This design comes from an exercise in tuning for small area on the open sky130 flow, not from production work. In this exercise RTL edits were held to simulation tests only and were not proved equivalent to the original. No activity file was given, so power comes from the tool's default toggle rates.

Setup of job 9936:
==> flow/design.v (excerpt) <==
module memory_pattern_scanner
#(
    parameter int PATTERN_MAX = 16
) (
    input  logic                   i_clk,
    input  logic                   i_rst_n,
    input  logic                   i_in_valid,
    output logic                   o_in_ready,
    input  mps_pkg::t_byte             i_in_data_byte,
    input  logic                   i_in_last_byte,
    output logic                   o_out_valid,
    input  logic                   i_out_ready,
    output mps_pkg::t_addr             o_out_match_address,
    input  logic                   i_cfg_we,
    input  logic [mps_pkg::CFG_INDEX_W-1:0] i_cfg_index,
    input  logic [mps_pkg::CFG_DATA_W-1:0]  i_cfg_data
);
Size in the first run: about 300 flip-flops, roughly 150 I/O pins.
Settings: LEC_CHECK=0, CAP_MARGIN=20, CORE_MARGIN=2, CORE_UTILIZATION=65, SLEW_MARGIN=20; clock period 8.0 ns.
standard.sh (not shown) runs the stock make flow with config.mk's settings and CLKGATE_MAP_FILE= SYNTH_SCRIPT=/design/flow/synth_recipe.tcl, a recipe that flattens the netlist after the stock synthesis.
==> flow/flow/run.sh <==
#!/bin/bash
# The standard layout, with small port buffers and a clock tree of few small
# buffers and no dummy loads. Each tool's output stays in orfs/logs; make's
# own output goes to flow_make.log here.
set -euo pipefail
export BUFFER_PORTS_ARGS="-buffer_cell sky130_fd_sc_hd__buf_1"
export CTS_ARGS="-sink_clustering_enable -repair_clock_nets -dont_use_dummy_load -buf_list sky130_fd_sc_hd__clkbuf_8 -sink_clustering_size 18 -sink_clustering_max_diameter 50"
bash standard.sh > flow_make.log 2>&1
Edits applied to the flow inputs when going from job 9936 to job 9052:
==> flow/flow/run.sh <==
#!/bin/bash
# The standard layout with these changes:
#  - synthesis maps logic with an area-minded ABC script (abc.script here)
#    in place of ORFS's speed script; everything else in synthesis, and so
#    every register, is as in the standard synthesis;
#  - the port buffers are buf_1;
#  - the clock tree uses clkbuf_8 in larger clusters and no dummy loads.
# Each tool's output stays in orfs/logs; make's own output goes to
# flow_make.log here.
set -euo pipefail
here=$(pwd)
rm -rf "$here/scripts"
cp -r "$FLOW_HOME/scripts" "$here/scripts"
cp "$here/flow/abc.script" "$here/scripts/abc_speed.script"
export BUFFER_PORTS_ARGS="-buffer_cell sky130_fd_sc_hd__buf_1"
export CTS_ARGS="-sink_clustering_enable -repair_clock_nets -dont_use_dummy_load -buf_list sky130_fd_sc_hd__clkbuf_8 -sink_clustering_size 16 -sink_clustering_max_diameter 80"
bash standard.sh SCRIPTS_DIR="$here/scripts" finish > flow_make.log 2>&1
==> flow/flow/abc.script (new file) <==
&get -n
&st
&dch
&nf -R 1000
&st
&syn4
&dch
&nf -R 1000
&st
&syn4
&dch
&nf -R 1000
&put
topo
dnsize -c
==> run notes <==
- Cell area after placement down 410 um^2 in job 9052 wrt job 9936
- Final routed wirelength across all metal layers is higher on job 9936
- [job 9052] post-synthesis instance total fell 4.9% relative to job 9936
- Job 9052 completed; timing, DRC and antenna clean
- Worst slew margin relative to its limit in job 9052 is 0.15 points higher than in job 9936
- Going from job 9936 to job 9052, number of global-route vias before repair shrinks by 0.57%.
- Relative to job 9936, number of cells on the critical path increased by 5 in job 9052.
- Job 9052 ends up with a clock network power consumption that is 13% lower than in job 9936.
- Summary of job 9052 over job 9936: fraction of area in registers shows an increase of 2.2 points, growth of design area from synthesis to finish shows an increase of 0.66 points, time the worst path needs with I/O delays and setup shows an increase of 0.49 ns.
Modified inputs, job 4451 compared to job 9052
==> flow/flow/abc.script <==
&get -n
&st
&dch
&nf -R 1000
&st
&syn2
&if -g -K 6
&synch2
&nf -R 1000
&st
&syn2
&if -g -K 6
&synch2
&nf -R 1000
&st
&syn2
&if -g -K 6
&synch2
&nf -R 1000
&put
topo
dnsize -c
diff --git a/flow/config.mk b/flow/config.mk
--- a/flow/config.mk
+++ b/flow/config.mk
@@ -10 +10,2 @@
-export CORE_UTILIZATION = 65
+export CORE_UTILIZATION = 75
+export PLACE_DENSITY = 0.8
### Flow results
Between job 9052 and job 4451, clock network power decreased.
Looking at power, job 4451 sits above job 9052.
Comparing job 9052 against job 4451, there is no change at all in number of max-slew violations in the final report.

[what the ideal ports hide]
The flow's constraints put no driver on any port. The routed layouts listed below were extracted and timed again, unchanged, in two steps.
Step 1, drivers: a clkbuf_16 drives i_clk and a buf_2 each remaining input, both assumed.
Step 2 also shifts input and output timing later by t, the mid clock arrival at the registers, as if the neighbouring blocks saw the same clock.
a / b / c = ideal / step 1 / step 2; a / b = the first two.
| run | t (ns) | setup slack, ns | clock arrival spread, ns | worst register clock-pin slew, ns |
|---|---|---|---|---|
| job 9936 | 0.605 | 3.370 / 3.390 / 2.785 | 0.069 / 0.069 | 0.11 / 0.11 |
| job 9052 | 0.573 | 2.885 / 2.905 / 2.332 | 0.031 / 0.031 | 0.11 / 0.11 |
| job 4451 | 0.567 | 3.049 / 3.066 / 2.499 | 0.051 / 0.050 | 0.10 / 0.10 |
After both steps setup and hold are still met in every run listed. The setup slack of job 9936, which loses most, moves by +0.020 ns with the drivers and by -0.585 ns with both steps.
